Background: an optimization exercise with open tools, aiming at small area. Do not read the settings as production practice. At most, simulation tests tie the RTL to the original design; equivalence was not proved. Power is estimated from default activity; no workload was simulated. The flow treats the clock pin as an ideal source, which a real chip does not have.

## JK
// sccb_responder
module sccb_responder #(
    parameter logic [6:0] DEV_ID = sccb_pkg::DEV_ID_DEFAULT
) (
    input  logic       sccb_clk,
    input  logic       sccb_reset,
    input  logic       sio_c_in,
    input  logic       sio_d_in,
    output logic       sio_d_oe,
    output logic       sio_d_out,
    output logic       wr_strobe,
    output logic [7:0] wr_addr,
    output logic [7:0] wr_data,
    output logic       busy
);
For scale: about 2400 cells after synthesis, roughly 2100 flip-flops, about 24 I/O pins, roughly 44000 sq um of cells after synthesis.
Settings: LEC_CHECK=0, CAP_MARGIN=20, CORE_MARGIN=2, CORE_UTILIZATION=40, SLEW_MARGIN=20; clock period 10.0 ns.
standard.sh (not shown) runs the stock make flow with config.mk's settings and CLKGATE_MAP_FILE= SYNTH_SCRIPT=/design/flow/synth_recipe.tcl, a recipe that flattens the netlist after the stock synthesis.
==> flow/flow/run.sh <==
#!/bin/bash
# Standard layout, with small port buffers and the clock tree built without
# dummy loads.
set -euo pipefail
export BUFFER_PORTS_ARGS="-buffer_cell sky130_fd_sc_hd__buf_1"
export CTS_ARGS="-sink_clustering_enable -repair_clock_nets -dont_use_dummy_load -sink_clustering_size 28 -sink_clustering_max_diameter 55 -buf_list sky130_fd_sc_hd__buf_12"
bash standard.sh finish > make_finish.log 2>&1
### JK -> MS
--- a/flow/flow/run.sh
+++ b/flow/flow/run.sh
@@ -6 +6 @@
-export CTS_ARGS="-sink_clustering_enable -repair_clock_nets -dont_use_dummy_load -sink_clustering_size 28 -sink_clustering_max_diameter 55 -buf_list sky130_fd_sc_hd__buf_12"
+export CTS_ARGS="-sink_clustering_enable -repair_clock_nets -dont_use_dummy_load -sink_clustering_size 34 -sink_clustering_max_diameter 65"
### Flow results
- Between MS and JK, the hold-fix buffer count after cts figures differ only marginally.
- The sequential share of layout area reported for MS is greater than that of JK by 0.29 points.
- Worst hold slack: MS and JK compared, higher one is MS
- Compared with JK, total routed wire length on the met1 layer in MS increased slightly.
## Diff of input files: AL against MS
--- a/flow/flow/run.sh
+++ b/flow/flow/run.sh
@@ -6 +6 @@
-export CTS_ARGS="-sink_clustering_enable -repair_clock_nets -dont_use_dummy_load -sink_clustering_size 34 -sink_clustering_max_diameter 65"
+export CTS_ARGS="-sink_clustering_enable -repair_clock_nets -dont_use_dummy_load -sink_clustering_size 32 -sink_clustering_max_diameter 60"
Findings:
Going from MS to AL, time the final worst path needs with I/O delays and setup closely matched the old numbers; total global-route track usage neither gained nor lost much; die area stayed essentially flat.
Sequential cell count came out exactly the same in AL and MS.
Per the comparison of AL with MS, wire length per cell roughly the same, detailed-route wire length roughly the same, worst setup slack roughly the same.
Going from MS to AL, number of clock-tree buffers in the layout went up by 14%, sequential share of power shrank by 1.2 points.
Function was not checked in any run of this note: the RTL went through the layout flow alone.

---

## job 101
sccb_responder, a different RTL version from the one above (not shown whole).
For scale: ~2,400 cells after synthesis, about 45,000 um2 of cells after synthesis.
Settings: LEC_CHECK=0, CAP_MARGIN=20, CORE_MARGIN=2, CORE_UTILIZATION=40, SLEW_MARGIN=20; clock period 10.0 ns.
==> flow/flow/run.sh <==
#!/bin/bash
# Standard layout, with the clock tree built without dummy loads.
set -euo pipefail
export CTS_ARGS="-sink_clustering_enable -repair_clock_nets -dont_use_dummy_load -sink_clustering_size 30 -sink_clustering_max_diameter 60"
bash standard.sh finish > make_finish.log 2>&1
Inputs modified between job 101 and job 102:
Settings: CTS_CLUSTER_SIZE newly set to 36; CTS_CLUSTER_DIAMETER newly set to 45.
==> flow/run.sh (new file) <==
#!/bin/bash
# synth_recipe.tcl (not shown) runs the flow's synth.tcl, then flattens the netlist and writes it again
# the make line also repeats each setting of config.mk as NAME=value (left out here)
make -C /OpenROAD-flow-scripts/flow DESIGN_CONFIG=/design/flow/config.mk WORK_HOME=/design/flow/orfs CLKGATE_MAP_FILE= SYNTH_SCRIPT=/design/flow/synth_recipe.tcl finish
removed: flow/flow/run.sh
removed: flow/standard.sh
==> results.txt <==
Job 102: no failed stages, no open violations at the end
First-pass GRT wire length went up by a few percent going from job 101 to job 102.
Total design power was lower in the run labelled job 101.
Relative to job 101, worst setup slack has gone down in job 102.
The sequential power share of job 102 is lower than that of job 101.
Compared to job 101, the routing of job 102 uses more wire.
> inputs changed (job 102 -> job 103)
Settings: a deleted CTS_CLUSTER_DIAMETER that had been 45; a deleted CTS_CLUSTER_SIZE that had been 36.
--- outcome ---
Job 103 finished all stages; the layout is clean. [diff] worst hold slack, job 103 relative to job 102: regression. For the clock buffer instance count of the final layout, job 103 came in 119 higher than job 102 did. Summary of job 103 over job 102: overall power went up 0.0013 W, sum of routed wire length over all layers went up 4.0%, area added between synthesis and finish went up 3.5 points, aggregate global-route resource usage went up 0.43 points, routed metal-1 wirelength went up 220 um.
diff inputs: job 103 => job 104
Settings: putting CTS_CLUSTER_SIZE at 30 where nothing was set; putting CTS_CLUSTER_DIAMETER at 60 where nothing was set.
==> results.txt <==
- Of job 104 and job 103, job 104 shows the lower standby leakage power, with job 103 above it.
- Job 104 reports a higher worst setup slack than job 103 does.
- Against job 103, job 104 reports a summed area of non-filler cells in the final layout that is lower.

[static timing again, ports no longer ideal]
No port has a modelled driver above. Below, the same layouts with a new extraction and two added sets of constraints.
Step 1, drivers: a clkbuf_16 drives sccb_clk and a buf_2 each remaining input, both assumed.
Step 2 times the ports against the registers' clock, not the clock port: input delays grow and output delays shrink by t, the midpoint of the rising clock arrivals with the driver on.
a / b / c = no drivers / after step 1 / after step 2; a / b = the first two.
run | shift t [ns] | setup WS [ns] | clock arrival spread, ns | cell pins on the clock port's net
JK | 0.658 | 6.211 / 6.144 / 6.802 | 0.145 / 0.144 | 1
MS | 0.686 | 6.179 / 6.115 / 6.801 | 0.084 / 0.084 | 1
AL | 0.692 | 6.177 / 6.112 / 6.803 | 0.097 / 0.097 | 1
job 101 | 0.686 | 6.376 / 6.313 / 5.791 | 0.099 / 0.099 | 1
job 102 | 0.754 | 6.321 / 6.260 / 5.780 | 0.039 / 0.039 | 1
job 103 | 0.793 | 6.307 / 6.244 / 5.784 | 0.066 / 0.066 | 1
job 104 | 0.712 | 6.363 / 6.299 / 5.797 | 0.046 / 0.046 | 1
After both steps setup and hold are still met in every run listed. For job 101, which loses most, drivers alone change the setup slack by -0.063 ns; drivers and shift together by -0.585 ns.
